Context: an optimization exercise on an open-source flow, tuned for small area and a short achievable clock period. The choices shown serve that exercise and are no tape-out recipe.
In this exercise RTL edits were held to simulation tests only and were not proved equivalent to the original.

==> flow/design.v (outline; a module is shown in full before it is edited, if it fits) <==
// module pipelined_functional_unit: 1819 lines
// module pfu_fa: 4 lines
// module pfu_ha: 4 lines
module pipelined_functional_unit #(
  parameter int WIDTH = 32,
  parameter int LAT   = 3
) (
  input  logic             CLK,
  input  logic             RST_N,
  input  logic [WIDTH-1:0] A,
  input  logic [WIDTH-1:0] B,
  input  logic [WIDTH-1:0] C,
  input  logic [4:0]       INST,
  input  logic             CI,
  input  logic             IN_VALID,
  output logic             IN_READY,
  output logic             OUT_VALID,
  input  logic             OUT_READY,
  output logic [WIDTH-1:0] Z,
  output logic [3:0]       FLAGS
);
  // ...
==> flow/run.sh <==
#!/bin/bash
# synth_recipe.tcl (not shown) runs the flow's synth.tcl, then flattens the netlist and writes it again
# the make line also repeats each setting of config.mk as NAME=value (left out here)
make -C /OpenROAD-flow-scripts/flow DESIGN_CONFIG=/design/flow/config.mk WORK_HOME=/design/flow/orfs CLKGATE_MAP_FILE= SYNTH_SCRIPT=/design/flow/synth_recipe.tcl finish
==> flow/config.mk <==
export PLATFORM = sky130hd
export DESIGN_NAME = pipelined_functional_unit
export DESIGN_NICKNAME = pipelined_functional_unit
export VERILOG_FILES = /design/flow/design.v
export SDC_FILE = /design/flow/constraint.sdc
export NUM_CORES = 4
export LEC_CHECK = 0
export ABC_AREA = 1
export CAP_MARGIN = 20
export CORE_MARGIN = 2
export CORE_UTILIZATION = 40
export SETUP_SLACK_MARGIN = 5
export SLEW_MARGIN = 20
export SYNTH_HIERARCHICAL = 1
==> flow/constraint.sdc <==
create_clock -name core_clock -period 10.0 [get_ports {CLK}]
set_input_delay 2.0000 -clock core_clock [delete_from_list [all_inputs] [get_ports {CLK}]]
set_output_delay 2.0000 -clock core_clock [all_outputs]
set_load 0.01 [all_outputs]
==> notes.md, run 1 <==
STATUS
--------------------------------------------------------------------------------
Status                                                              complete, no violations

PLACE
--------------------------------------------------------------------------------
Post-placement worst setup slack                                         4.49 ns

GLOBAL ROUTE
--------------------------------------------------------------------------------
Antenna violations before repair                                               1
Met3 Resource Use GR                                                      0.0387
Vias in the first global route                                             17600

DETAILED ROUTING
--------------------------------------------------------------------------------
Sum of routed wire length over all layers                               76900 um
Final routed DRC violation total                                               0

TIMING
--------------------------------------------------------------------------------
Total count of hold-check failures in the final report                         0

FLOORPLAN
--------------------------------------------------------------------------------
Overall die width                                                         238 um
Num tapcells                                                                 696

CTS
--------------------------------------------------------------------------------
Total clock sinks                                                            221
Post-cts sizing count                                                          6
Number of buffers created by CTS                                              29

CELLS AND AREA
--------------------------------------------------------------------------------
Largest cell class                                                  multi-input gates
Final standard cell count with taps included and fillers excluded           3087

SETUP PATH
--------------------------------------------------------------------------------
Setup crit end kind                                                  output port
Logic depth of the worst register-to-register path                            23
Crit path required time                                                  8.00 ns
Reg2reg start                                                         r1_none[3]
Type of the worst setup path                                        primary input to output port
Reg2reg setup slack                                                      5.12 ns
Critical Path Start Type                                            primary input

SYNTHESIS
--------------------------------------------------------------------------------
Post-synth top cells                                                sky130_fd_sc_hd__nand2_1, sky130_fd_sc_hd__xor2_1, sky130_fd_sc_hd__o22ai_1
Register bit count reported by yosys                                         221
Net Count, Synth                                                            2662
Most repeated cell in the gate-level netlist after synthesis        sky130_fd_sc_hd__nand2_1
Share of the synthesized area in the top cell type                         0.300
Post-synth design cell area                                           0.0219 mm2
Area contributors post-synth                                        sky130_fd_sc_hd__edfxtp_1, sky130_fd_sc_hd__fa_1, sky130_fd_sc_hd__xor2_1, sky130_fd_sc_hd__o22ai_1, sky130_fd_sc_hd__nand2_1
Post-Synth XOR/XNOR Area                                                   0.118

HOLD PATH
--------------------------------------------------------------------------------
Hold path startpoint                                                      r1_rsh

==> run 2, diff against run 1 <==
--- a/flow/design.v
+++ b/flow/design.v
@@ -62,16 +62,17 @@
       b0 = (j == 0) ? 1'b0 : w_mb[2*j-1];
       w_one[j] = b1 ^ b0;
       w_two[j] = (b2 && !b1 && !b0) || (!b2 && b1 && b0);
       w_neg[j] = b2;
     end
   end
   logic [31:0] r1_nma, r1_cc;
   logic [15:0] r1_none, r1_ntwo, r1_neg;
+  logic [31:0] r1_mb;
   logic        r1_cin, r1_g, r1_p, r1_q, r1_rsh;
   logic [31:0] w_x;
   logic [30:0] w_y;
   logic p1;
   logic p2;
   logic p3;
   logic p4;
   logic p5;
@@ -997,16 +998,64 @@
   logic bg54;
   logic bp54;
   logic bg55;
   logic bp55;
   logic bg56;
   logic bp56;
   logic bg57;
   logic bp57;
+  assign r1_none[0] = ~(r1_mb[0] ^ 1'b0);
+  assign r1_ntwo[0] = ~((r1_mb[1] & ~r1_mb[0] & ~1'b0) | (~r1_mb[1] & r1_mb[0] & 1'b0));
+  assign r1_neg[0] = r1_mb[1];
+  assign r1_none[1] = ~(r1_mb[2] ^ r1_mb[1]);
+  assign r1_ntwo[1] = ~((r1_mb[3] & ~r1_mb[2] & ~r1_mb[1]) | (~r1_mb[3] & r1_mb[2] & r1_mb[1]));
+  assign r1_neg[1] = r1_mb[3];
+  assign r1_none[2] = ~(r1_mb[4] ^ r1_mb[3]);
+  assign r1_ntwo[2] = ~((r1_mb[5] & ~r1_mb[4] & ~r1_mb[3]) | (~r1_mb[5] & r1_mb[4] & r1_mb[3]));
+  assign r1_neg[2] = r1_mb[5];
+  assign r1_none[3] = ~(r1_mb[6] ^ r1_mb[5]);
+  assign r1_ntwo[3] = ~((r1_mb[7] & ~r1_mb[6] & ~r1_mb[5]) | (~r1_mb[7] & r1_mb[6] & r1_mb[5]));
+  assign r1_neg[3] = r1_mb[7];
+  assign r1_none[4] = ~(r1_mb[8] ^ r1_mb[7]);
+  assign r1_ntwo[4] = ~((r1_mb[9] & ~r1_mb[8] & ~r1_mb[7]) | (~r1_mb[9] & r1_mb[8] & r1_mb[7]));
+  assign r1_neg[4] = r1_mb[9];
+  assign r1_none[5] = ~(r1_mb[10] ^ r1_mb[9]);
+  assign r1_ntwo[5] = ~((r1_mb[11] & ~r1_mb[10] & ~r1_mb[9]) | (~r1_mb[11] & r1_mb[10] & r1_mb[9]));
+  assign r1_neg[5] = r1_mb[11];
+  assign r1_none[6] = ~(r1_mb[12] ^ r1_mb[11]);
+  assign r1_ntwo[6] = ~((r1_mb[13] & ~r1_mb[12] & ~r1_mb[11]) | (~r1_mb[13] & r1_mb[12] & r1_mb[11]));
+  assign r1_neg[6] = r1_mb[13];
+  assign r1_none[7] = ~(r1_mb[14] ^ r1_mb[13]);
+  assign r1_ntwo[7] = ~((r1_mb[15] & ~r1_mb[14] & ~r1_mb[13]) | (~r1_mb[15] & r1_mb[14] & r1_mb[13]));
+  assign r1_neg[7] = r1_mb[15];
+  assign r1_none[8] = ~(r1_mb[16] ^ r1_mb[15]);
+  assign r1_ntwo[8] = ~((r1_mb[17] & ~r1_mb[16] & ~r1_mb[15]) | (~r1_mb[17] & r1_mb[16] & r1_mb[15]));
+  assign r1_neg[8] = r1_mb[17];
+  assign r1_none[9] = ~(r1_mb[18] ^ r1_mb[17]);
+  assign r1_ntwo[9] = ~((r1_mb[19] & ~r1_mb[18] & ~r1_mb[17]) | (~r1_mb[19] & r1_mb[18] & r1_mb[17]));
+  assign r1_neg[9] = r1_mb[19];
+  assign r1_none[10] = ~(r1_mb[20] ^ r1_mb[19]);
+  assign r1_ntwo[10] = ~((r1_mb[21] & ~r1_mb[20] & ~r1_mb[19]) | (~r1_mb[21] & r1_mb[20] & r1_mb[19]));
+  assign r1_neg[10] = r1_mb[21];
+  assign r1_none[11] = ~(r1_mb[22] ^ r1_mb[21]);
+  assign r1_ntwo[11] = ~((r1_mb[23] & ~r1_mb[22] & ~r1_mb[21]) | (~r1_mb[23] & r1_mb[22] & r1_mb[21]));
+  assign r1_neg[11] = r1_mb[23];
+  assign r1_none[12] = ~(r1_mb[24] ^ r1_mb[23]);
+  assign r1_ntwo[12] = ~((r1_mb[25] & ~r1_mb[24] & ~r1_mb[23]) | (~r1_mb[25] & r1_mb[24] & r1_mb[23]));
+  assign r1_neg[12] = r1_mb[25];
+  assign r1_none[13] = ~(r1_mb[26] ^ r1_mb[25]);
+  assign r1_ntwo[13] = ~((r1_mb[27] & ~r1_mb[26] & ~r1_mb[25]) | (~r1_mb[27] & r1_mb[26] & r1_mb[25]));
+  assign r1_neg[13] = r1_mb[27];
+  assign r1_none[14] = ~(r1_mb[28] ^ r1_mb[27]);
+  assign r1_ntwo[14] = ~((r1_mb[29] & ~r1_mb[28] & ~r1_mb[27]) | (~r1_mb[29] & r1_mb[28] & r1_mb[27]));
+  assign r1_neg[14] = r1_mb[29];
+  assign r1_none[15] = ~(r1_mb[30] ^ r1_mb[29]);
+  assign r1_ntwo[15] = ~((r1_mb[31] & ~r1_mb[30] & ~r1_mb[29]) | (~r1_mb[31] & r1_mb[30] & r1_mb[29]));
+  assign r1_neg[15] = r1_mb[31];
   assign p1 = ~(r1_none[0] | r1_nma[0]) ^ r1_neg[0];
   assign p2 = ~((r1_none[0] | r1_nma[1]) & (r1_ntwo[0] | r1_nma[0])) ^ r1_neg[0];
   assign p3 = ~((r1_none[0] | r1_nma[2]) & (r1_ntwo[0] | r1_nma[1])) ^ r1_neg[0];
   assign p4 = ~((r1_none[0] | r1_nma[3]) & (r1_ntwo[0] | r1_nma[2])) ^ r1_neg[0];
   assign p5 = ~((r1_none[0] | r1_nma[4]) & (r1_ntwo[0] | r1_nma[3])) ^ r1_neg[0];
   assign p6 = ~((r1_none[0] | r1_nma[5]) & (r1_ntwo[0] | r1_nma[4])) ^ r1_neg[0];
   assign p7 = ~((r1_none[0] | r1_nma[6]) & (r1_ntwo[0] | r1_nma[5])) ^ r1_neg[0];
   assign p8 = ~((r1_none[0] | r1_nma[7]) & (r1_ntwo[0] | r1_nma[6])) ^ r1_neg[0];
@@ -1406,23 +1455,23 @@
   pfu_fa u_s531 (.a(c388), .b(c390), .c(c392), .s(s531), .co(c532));
   pfu_fa u_s533 (.a(s287), .b(s395), .c(s397), .s(s533), .co(c534));
   pfu_fa u_s535 (.a(c394), .b(s399), .c(s401), .s(s535), .co(c536));
   pfu_fa u_s537 (.a(c396), .b(c398), .c(s293), .s(s537), .co(c538));
   pfu_fa u_s539 (.a(s403), .b(s405), .c(c400), .s(s539), .co(c540));
   pfu_fa u_s541 (.a(s407), .b(c402), .c(s409), .s(s541), .co(c542));
   pfu_fa u_s543 (.a(c404), .b(c406), .c(s301), .s(s543), .co(c544));
   pfu_fa u_s545 (.a(s411), .b(s413), .c(c408), .s(s545), .co(c546));
-  pfu_fa u_s547 (.a(c410), .b(s415), .c(s417), .s(s547), .co(c548));
+  pfu_fa u_s547 (.a(s415), .b(c410), .c(s417), .s(s547), .co(c548));
   pfu_fa u_s549 (.a(c412), .b(c414), .c(s309), .s(s549), .co(c550));
   pfu_fa u_s551 (.a(s419), .b(c416), .c(s421), .s(s551), .co(c552));
-  pfu_fa u_s553 (.a(c418), .b(s423), .c(s425), .s(s553), .co(c554));
+  pfu_fa u_s553 (.a(s423), .b(c418), .c(s425), .s(s553), .co(c554));
   pfu_fa u_s555 (.a(c420), .b(s319), .c(s427), .s(s555), .co(c556));
   pfu_fa u_s557 (.a(c422), .b(c424), .c(s429), .s(s557), .co(c558));
-  pfu_fa u_s559 (.a(c426), .b(s431), .c(s433), .s(s559), .co(c560));
+  pfu_fa u_s559 (.a(s431), .b(c426), .c(s433), .s(s559), .co(c560));
   pfu_ha u_s561 (.a(r1_cc[4]), .b(r1_neg[2]), .s(s561), .co(c562));
   pfu_ha u_s563 (.a(r1_cc[5]), .b(p36), .s(s563), .co(c564));
   pfu_fa u_s565 (.a(r1_cc[6]), .b(r1_neg[3]), .c(p37), .s(s565), .co(c566));
   pfu_ha u_s567 (.a(p65), .b(p7), .s(s567), .co(c568));
   pfu_fa u_s569 (.a(r1_cc[7]), .b(p38), .c(p66), .s(s569), .co(c570));
   pfu_ha u_s571 (.a(p8), .b(p92), .s(s571), .co(c572));
   pfu_fa u_s573 (.a(s435), .b(p117), .c(p39), .s(s573), .co(c574));
   pfu_fa u_s575 (.a(p67), .b(p9), .c(p93), .s(s575), .co(c576));
@@ -1442,30 +1491,30 @@
   pfu_fa u_s603 (.a(s465), .b(s467), .c(s469), .s(s603), .co(c604));
   pfu_fa u_s605 (.a(c466), .b(c468), .c(s471), .s(s605), .co(c606));
   pfu_fa u_s607 (.a(s473), .b(c470), .c(s475), .s(s607), .co(c608));
   pfu_fa u_s609 (.a(c472), .b(c474), .c(s477), .s(s609), .co(c610));
   pfu_fa u_s611 (.a(s479), .b(c476), .c(s481), .s(s611), .co(c612));
   pfu_fa u_s613 (.a(c478), .b(s483), .c(c480), .s(s613), .co(c614));
   pfu_fa u_s615 (.a(s485), .b(c482), .c(s487), .s(s615), .co(c616));
   pfu_fa u_s617 (.a(c484), .b(s489), .c(c486), .s(s617), .co(c618));
-  pfu_fa u_s619 (.a(c488), .b(s491), .c(s493), .s(s619), .co(c620));
+  pfu_fa u_s619 (.a(s491), .b(c488), .c(s493), .s(s619), .co(c620));
   pfu_fa u_s621 (.a(c490), .b(c492), .c(s495), .s(s621), .co(c622));
-  pfu_fa u_s623 (.a(c494), .b(s497), .c(s499), .s(s623), .co(c624));
+  pfu_fa u_s623 (.a(s497), .b(c494), .c(s499), .s(s623), .co(c624));
   pfu_fa u_s625 (.a(c496), .b(c498), .c(s501), .s(s625), .co(c626));
-  pfu_fa u_s627 (.a(c500), .b(s503), .c(s505), .s(s627), .co(c628));
-  pfu_fa u_s629 (.a(c502), .b(c504), .c(c506), .s(s629), .co(c630));
-  pfu_fa u_s631 (.a(s507), .b(s509), .c(s511), .s(s631), .co(c632));
-  pfu_fa u_s633 (.a(c508), .b(c510), .c(c512), .s(s633), .co(c634));
-  pfu_fa u_s635 (.a(s513), .b(s515), .c(s517), .s(s635), .co(c636));
-  pfu_fa u_s637 (.a(c514), .b(c516), .c(c518), .s(s637), .co(c638));
-  pfu_fa u_s639 (.a(s519), .b(s521), .c(s523), .s(s639), .co(c640));
-  pfu_fa u_s641 (.a(c520), .b(c522), .c(s525), .s(s641), .co(c642));
+  pfu_fa u_s627 (.a(s503), .b(c500), .c(s505), .s(s627), .co(c628));
+  pfu_fa u_s629 (.a(c502), .b(c504), .c(s507), .s(s629), .co(c630));
+  pfu_fa u_s631 (.a(c506), .b(s509), .c(s511), .s(s631), .co(c632));
+  pfu_fa u_s633 (.a(c508), .b(s513), .c(c510), .s(s633), .co(c634));
+  pfu_fa u_s635 (.a(c512), .b(s515), .c(s517), .s(s635), .co(c636));
+  pfu_fa u_s637 (.a(c514), .b(s519), .c(c516), .s(s637), .co(c638));
+  pfu_fa u_s639 (.a(c518), .b(s521), .c(s523), .s(s639), .co(c640));
+  pfu_fa u_s641 (.a(c520), .b(s525), .c(c522), .s(s641), .co(c642));
   pfu_fa u_s643 (.a(s527), .b(c524), .c(s529), .s(s643), .co(c644));
-  pfu_fa u_s645 (.a(c526), .b(c528), .c(s531), .s(s645), .co(c646));
+  pfu_fa u_s645 (.a(c526), .b(s531), .c(c528), .s(s645), .co(c646));
   pfu_fa u_s647 (.a(s533), .b(c530), .c(s535), .s(s647), .co(c648));
   pfu_fa u_s649 (.a(c532), .b(c534), .c(s537), .s(s649), .co(c650));
   pfu_fa u_s651 (.a(s539), .b(c536), .c(s541), .s(s651), .co(c652));
   pfu_fa u_s653 (.a(c538), .b(s543), .c(c540), .s(s653), .co(c654));
   pfu_fa u_s655 (.a(s545), .b(c542), .c(s547), .s(s655), .co(c656));
   pfu_fa u_s657 (.a(c544), .b(s549), .c(c546), .s(s657), .co(c658));
   pfu_fa u_s659 (.a(s551), .b(c548), .c(s553), .s(s659), .co(c660));
   pfu_fa u_s661 (.a(c550), .b(s555), .c(c552), .s(s661), .co(c662));
@@ -1477,28 +1526,28 @@
   pfu_fa u_s673 (.a(c562), .b(p6), .c(p64), .s(s673), .co(c674));
   pfu_fa u_s675 (.a(p91), .b(c564), .c(s567), .s(s675), .co(c676));
   pfu_fa u_s677 (.a(c568), .b(s571), .c(c566), .s(s677), .co(c678));
   pfu_fa u_s679 (.a(c572), .b(c570), .c(s573), .s(s679), .co(c680));
   pfu_fa u_s681 (.a(c574), .b(c576), .c(s577), .s(s681), .co(c682));
   pfu_fa u_s683 (.a(c578), .b(s581), .c(c580), .s(s683), .co(c684));
   pfu_fa u_s685 (.a(c582), .b(s585), .c(c584), .s(s685), .co(c686));
   pfu_fa u_s687 (.a(c586), .b(s589), .c(c588), .s(s687), .co(c688));
-  pfu_fa u_s689 (.a(c590), .b(c592), .c(s593), .s(s689), .co(c690));
-  pfu_fa u_s691 (.a(c594), .b(c596), .c(s597), .s(s691), .co(c692));
-  pfu_fa u_s693 (.a(c598), .b(c600), .c(s601), .s(s693), .co(c694));
+  pfu_fa u_s689 (.a(c590), .b(s593), .c(c592), .s(s689), .co(c690));
+  pfu_fa u_s691 (.a(c594), .b(s597), .c(c596), .s(s691), .co(c692));
+  pfu_fa u_s693 (.a(c598), .b(s601), .c(c600), .s(s693), .co(c694));
   pfu_fa u_s695 (.a(c602), .b(s605), .c(c604), .s(s695), .co(c696));
   pfu_fa u_s697 (.a(c606), .b(s609), .c(c608), .s(s697), .co(c698));
   pfu_fa u_s699 (.a(c610), .b(s613), .c(c612), .s(s699), .co(c700));
   pfu_fa u_s701 (.a(c614), .b(s617), .c(c616), .s(s701), .co(c702));
   pfu_fa u_s703 (.a(c618), .b(s621), .c(c620), .s(s703), .co(c704));
   pfu_fa u_s705 (.a(c622), .b(s625), .c(c624), .s(s705), .co(c706));
-  pfu_fa u_s707 (.a(c626), .b(s629), .c(c628), .s(s707), .co(c708));
-  pfu_fa u_s709 (.a(c630), .b(s633), .c(c632), .s(s709), .co(c710));
-  pfu_fa u_s711 (.a(c634), .b(s637), .c(c636), .s(s711), .co(c712));
+  pfu_fa u_s707 (.a(c626), .b(c628), .c(s629), .s(s707), .co(c708));
+  pfu_fa u_s709 (.a(c630), .b(c632), .c(s633), .s(s709), .co(c710));
+  pfu_fa u_s711 (.a(c634), .b(c636), .c(s637), .s(s711), .co(c712));
   pfu_fa u_s713 (.a(c638), .b(s641), .c(c640), .s(s713), .co(c714));
   pfu_fa u_s715 (.a(c642), .b(s645), .c(c644), .s(s715), .co(c716));
   pfu_fa u_s717 (.a(c646), .b(s649), .c(c648), .s(s717), .co(c718));
   pfu_fa u_s719 (.a(c650), .b(s653), .c(c652), .s(s719), .co(c720));
   pfu_fa u_s721 (.a(c654), .b(s657), .c(c656), .s(s721), .co(c722));
   pfu_fa u_s723 (.a(c658), .b(s661), .c(c660), .s(s723), .co(c724));
   pfu_ha u_s725 (.a(r1_neg[0]), .b(s665), .s(s725), .co(c726));
   pfu_fa u_s727 (.a(r1_cc[1]), .b(c666), .c(p2), .s(s727), .co(c728));
@@ -1548,28 +1597,28 @@
   assign s801 = c318 ^ c320;
   assign s802 = c428 ^ s795;
   assign s803 = s796 ^ s797;
   assign s804 = s798 ^ s799;
   assign s805 = s800 ^ s801;
   assign s806 = s802 ^ s803;
   assign s807 = s804 ^ c430;
   assign s808 = c432 ^ s805;
-  assign s809 = c434 ^ c556;
-  assign s810 = s806 ^ s807;
+  assign s809 = s806 ^ c434;
+  assign s810 = c556 ^ s807;
   assign s811 = s808 ^ s809;
   assign s812 = s810 ^ c558;
   assign s813 = s811 ^ c560;
   assign s814 = s812 ^ c662;
   assign s815 = s813 ^ s814;
   assign s816 = c664 ^ s815;
   assign s817 = s816 ^ c724;
   assign s818 = s817 ^ c786;
-  assign w_x[0] = p1;
-  assign w_y[0] = s725;
+  assign w_x[0] = s725;
+  assign w_y[0] = p1;
   assign w_x[1] = c726;
   assign w_y[1] = s727;
   assign w_x[2] = c728;
   assign w_y[2] = s729;
   assign w_x[3] = c730;
   assign w_y[3] = s731;
   assign w_x[4] = c732;
   assign w_y[4] = s733;
@@ -1788,19 +1837,17 @@
   always_ff @(posedge CLK or negedge RST_N) begin
     if (!RST_N) r_valid <= '0;
     else if (!w_stall) r_valid <= {r_valid[1:0], IN_VALID};
   end
   always_ff @(posedge CLK) begin
     if (!w_stall) begin
       r1_nma  <= ~w_ma;
       r1_cc   <= w_cc;
-      r1_none <= ~w_one;
-      r1_ntwo <= ~w_two;
-      r1_neg  <= w_neg;
+      r1_mb   <= w_mb;
       r1_cin  <= (w_add && w_op[0] && CI) || w_sub;
       r1_g    <= w_arith && A[31] && w_b31;
       r1_p    <= w_arith && (A[31] ^ w_b31);
       r1_q    <= w_arith && !(A[31] ^ w_b31);
       r1_rsh  <= w_rsh;
       r2_x    <= w_x;
       r2_y    <= w_y;
       r2_g    <= r1_g;
==> run 2 against run 1 <==
Hold slack got worse by 0.0059 ns; critical path type is now register to register; count of clock-buffer cells in the layout shrank 4; register-to-register slack got worse by 0.40 ns; first-iteration DRC count is 7.9% lower; still clean on timing, DRC and antenna; sequential cell count shrank 16; final cell count down 1.4%; die area fell by 3.2%; utilization grew 0.18 points.
==> notes.md, run 2 <==
STATUS
--------------------------------------------------------------------------------
Status                                                              complete, no violations

SETUP PATH
--------------------------------------------------------------------------------
Cell-by-cell trace of the critical path                             o22ai_2, xor2_2, fa_1, fa_1, fa_1, fa_2, fa_1, fa_2, xnor2_2, inv_1, nand2_1, nand2_1, xnor2_2, inv_1, nand2_1, nand2_1, nand2_1, nand2_1, nand2_1, nand2_1
Max stage delay on crit path                                             0.97 ns
Critical Path Start Type                                                register
Type of the worst setup path                                        register to register
WP data arrival                                                          5.59 ns
Setup crit end kind                                                     register
Crit path required time                                                 10.31 ns   +2.31 ns
Slowest library cell on the worst path                              sky130_fd_sc_hd__edfxtp_1
Maximum fanout along the worst path                                           18
Cell mode on critical path                                          sky130_fd_sc_hd__nand2_1

DETAILED ROUTING
--------------------------------------------------------------------------------
Detailed-route wire length per cell                                      24.5 um
Count of nets left with antenna violations after detail routing                0
Average vias per placed instance                                            5.84
Sum of routed wire length over all layers                               74500 um   -3.1%
Initial drt markers                                                         1894
Overall via count from detail_route                                        17800
Number of iterations in the first detailed-routing pass                        6
Final routed DRC violation total                                               0   unchanged

TIMING
--------------------------------------------------------------------------------
Total of endpoints with negative setup slack in the final report               0
Clk_skew                                                               0.0292 ns
Min Clock Period, post-route                                             5.28 ns
Transition at the pin with the smallest max-transition slack             1.09 ns
RSZ-0062 raised after global routing                                         yes
Max Clk Rate                                                             189 MHz
Headroom to the max-slew limit                                             0.270
Post-route clock period utilization                                        0.528
Total count of hold-check failures in the final report                         0   unchanged
Setup TNS                                                                   0 ns
Max Slew Vio Count                                                             0

SYNTHESIS
--------------------------------------------------------------------------------
Flip-flop cell with the highest count after synthesis               sky130_fd_sc_hd__edfxtp_1
Post-synth top cells                                                sky130_fd_sc_hd__nand2_1, sky130_fd_sc_hd__xor2_1, sky130_fd_sc_hd__o22ai_1
Syn avg cell area                                                       9.47 um2
Syn. warnings                                                                  7
Share of flip-flops with an asynchronous set or reset                     0.0146
Post-synth design cell area                                           0.0211 mm2   -3.3%
Register bit count reported by yosys                                         205   -7.2%
Gate count of the mapped netlist                                            2233
EDFF count, synth                                                            202
Net Count, Synth                                                            2641   -0.79%
Most repeated cell in the gate-level netlist after synthesis        sky130_fd_sc_hd__nand2_1
Fraction of the yosys area taken by sequential cells                       0.291
Number of library cell types mapped by synthesis                              46
Share of the synthesized area in the top cell type                         0.287   -0.0126
Area contributors post-synth                                        sky130_fd_sc_hd__edfxtp_1, sky130_fd_sc_hd__fa_1, sky130_fd_sc_hd__xor2_1, sky130_fd_sc_hd__o22ai_1, sky130_fd_sc_hd__nand2_1
Top cell type by total area after synthesis                         sky130_fd_sc_hd__edfxtp_1

GLOBAL ROUTE
--------------------------------------------------------------------------------
Total global routing track utilization                                     0.274
Met1 capacity usage during global routing                                  0.379
GRT busiest layer                                                           met2
Met3 Resource Use GR                                                      0.0441   +0.00547
Vias in the first global route                                             17700   +0.99%
Met2 usage                                                                 0.428
Wire length of the first global-routing pass                           111000 um
Maximum number of pins on one net before global-route repair                  68
Antenna violations before repair                                               1   unchanged
Remaining global-route overflow                                                0

CTS
--------------------------------------------------------------------------------
Total clock sinks                                                            205   -7.2%
Library cell used as clock root buffer                              sky130_fd_sc_hd__clkbuf_16
H-Tree Level Count                                                             1
Hold buffers post-CTS                                                          0
Worst-path clk slew                                                      0.07 ns
Clock Path Buffers                                                             3
Number of buffers created by CTS                                              25   -14%
Clock tree from TritonCTS                                                   done
Clock insertion delay at the later pin of the skew report                0.57 ns

CELLS AND AREA
--------------------------------------------------------------------------------
Area growth, synth to finish                                               17.5%
Area of all placed cells without fillers                              0.0248 mm2
Commonest non-fill, non-tap cell in the layout                      sky130_fd_sc_hd__nand2_1
Layout cells sized above 1                                                0.0985
Final core utilization                                                     0.473
Leading cell types in the layout, fill and taps excluded            sky130_fd_sc_hd__nand2_1, sky130_fd_sc_hd__xor2_1, sky130_fd_sc_hd__o22ai_1
Final standard cell count with taps included and fillers excluded           3045   -1.4%
Fin nets                                                                    2745

FLOORPLAN
--------------------------------------------------------------------------------
Row count                                                                     84
Die Footprint                                                         0.0547 mm2
Overall die width                                                         234 um   -1.6%
Initial cell density of the core                                           0.403
Height of the die                                                         234 um
Top-level port count                                                         144
Core Box Area                                                         0.0524 mm2

HOLD PATH
--------------------------------------------------------------------------------
Class of the tightest hold or removal check                         register to register

PLACE
--------------------------------------------------------------------------------
Port bufs                                                                    143
Number of placed cells counting well taps                                   2936
Final weighted congestion in routability-driven placement                  0.932
HPWL after detailed placement                                           54000 um
Placement-stage cell area                                             0.0230 mm2

FLOW RUN
--------------------------------------------------------------------------------
Max-cap viol count                                                             0

-- run 2: final timing paths --
check / start / endpoint / slack (ns) / cells past startpoint
setup / recovery: r1_nma[14] / r2_x[31] / 4.72 / 20
hold / removal: r1_q / r2_q / 0.42 / 0
setup reg to reg: r1_nma[14] / r2_x[31] / 4.72 / 20
hold reg to reg: r1_q / r2_q / 0.42 / 0
max in group asynchronous: RST_N / r_valid[2] / 8.22 / 1
min in group asynchronous: RST_N / r_valid[1] / 1.64 / 1
-- run 2: logic make-up (layout without fill, tap and decap cells) --
group	count (synthesis)	count (layout)	share of synthesized area
simple gates	529	533	0.105
fa+ha+maj	302	302	0.265
xor+xnor	283	283	0.118
flops	205	205	0.291
other cells	0	1	0
buf+inv	386	505	0.0740
mux	1	1	0.000533
compound gates	527	527	0.147
-- run 2: worst max-delay path, delay by kind of cell, from the launching register on --
family	cells	cell delay (ns)
fa+ha+maj	6	2.71
compound gates	1	0.22
buf+inv	2	0.11
flops	1	0.97
xor+xnor	3	0.56
simple gates	8	0.47
-- run 2: layout make-up --
cell class / count / area, um2
Fill cell: 4870 / 27600
Multi-Input combinational cell: 1646 / 13800
Inverter: 227 / 892
Timing Repair Buffer: 230 / 2310
Timing Repair inverter: 2 / 10.0
Antenna cell: 1 / 2.50
Clock inverter: 18 / 219
Sequential cell: 205 / 6140
Clock buffer: 28 / 637
Tap cell: 688 / 861
-- run 2: per-layer routing --
metal | routed length, um | vias to the layer above
met1 | 30800 | 8695
met2 | 33000 | 1066
met3 | 6670 | 199
li1 | - | 7819
met4 | 3910 | 0
met5 | 0 | -
-- run 2: stage by stage --
stage / setup slack [ns] / hold WS [ns]
2_1_floorplan: 5.01 / 0.400
3_3_place_gp: 3.77 / 0.410
3_5_place_dp: 3.81 / 0.409
4_1_cts: 4.82 / 0.419
5_1_grt: 4.39 / 0.418
6_report: 4.72 / 0.417
-- run 2: what timing repair did --
action	4_1_cts	5_1_grt
cloned	10	1
pin swaps	12	11
hold endpoints to repair	0	0
setup buffers	47	4
setup endpoints to repair	15	10
resized for setup	74	18
-- run 2: modules after synthesis (local to each module, per instance) --
module                     copies in the design  flip-flops and latches  area, um2
pfu_fa                                      226                       0       20.0
pfu_ha                                       31                       0       12.5
pipelined_functional_unit                     1                     205      16200

[afterwards: timing with drivers on the ports]
How much do the figures lean on ideal ports? The routed layouts below were timed once more, with nothing changed but the port constraints.
Step 1 (the two cells are an assumption about what drives the block):
set clk [get_ports {CLK}]
set_driving_cell -lib_cell sky130_fd_sc_hd__clkbuf_16 $clk
set_driving_cell -lib_cell sky130_fd_sc_hd__buf_2 [delete_from_list [all_inputs] $clk]
Step 2 adds t to the input delays and takes it off the output delays; t is the mean of the earliest and latest rising clock arrival at the registers after step 1. Input paths then give back, and output paths get back, about the clock's delay inside the block.
Slacks: ideal / step 1 / step 2; pairs: ideal / step 1.
run	t (ns)	setup WS [ns]	hold slack, ns	worst setup path at the end
run 1	0.645	5.055 / 5.030 / 4.770	0.423 / 0.423 / 0.423	input to register
run 2	0.611	4.718 / 4.718 / 4.718	0.417 / 0.417 / 0.417	register to register
After both steps setup and hold are still met in every run listed. For run 1, which loses most, drivers alone change the setup slack by -0.025 ns; drivers and shift together by -0.285 ns.
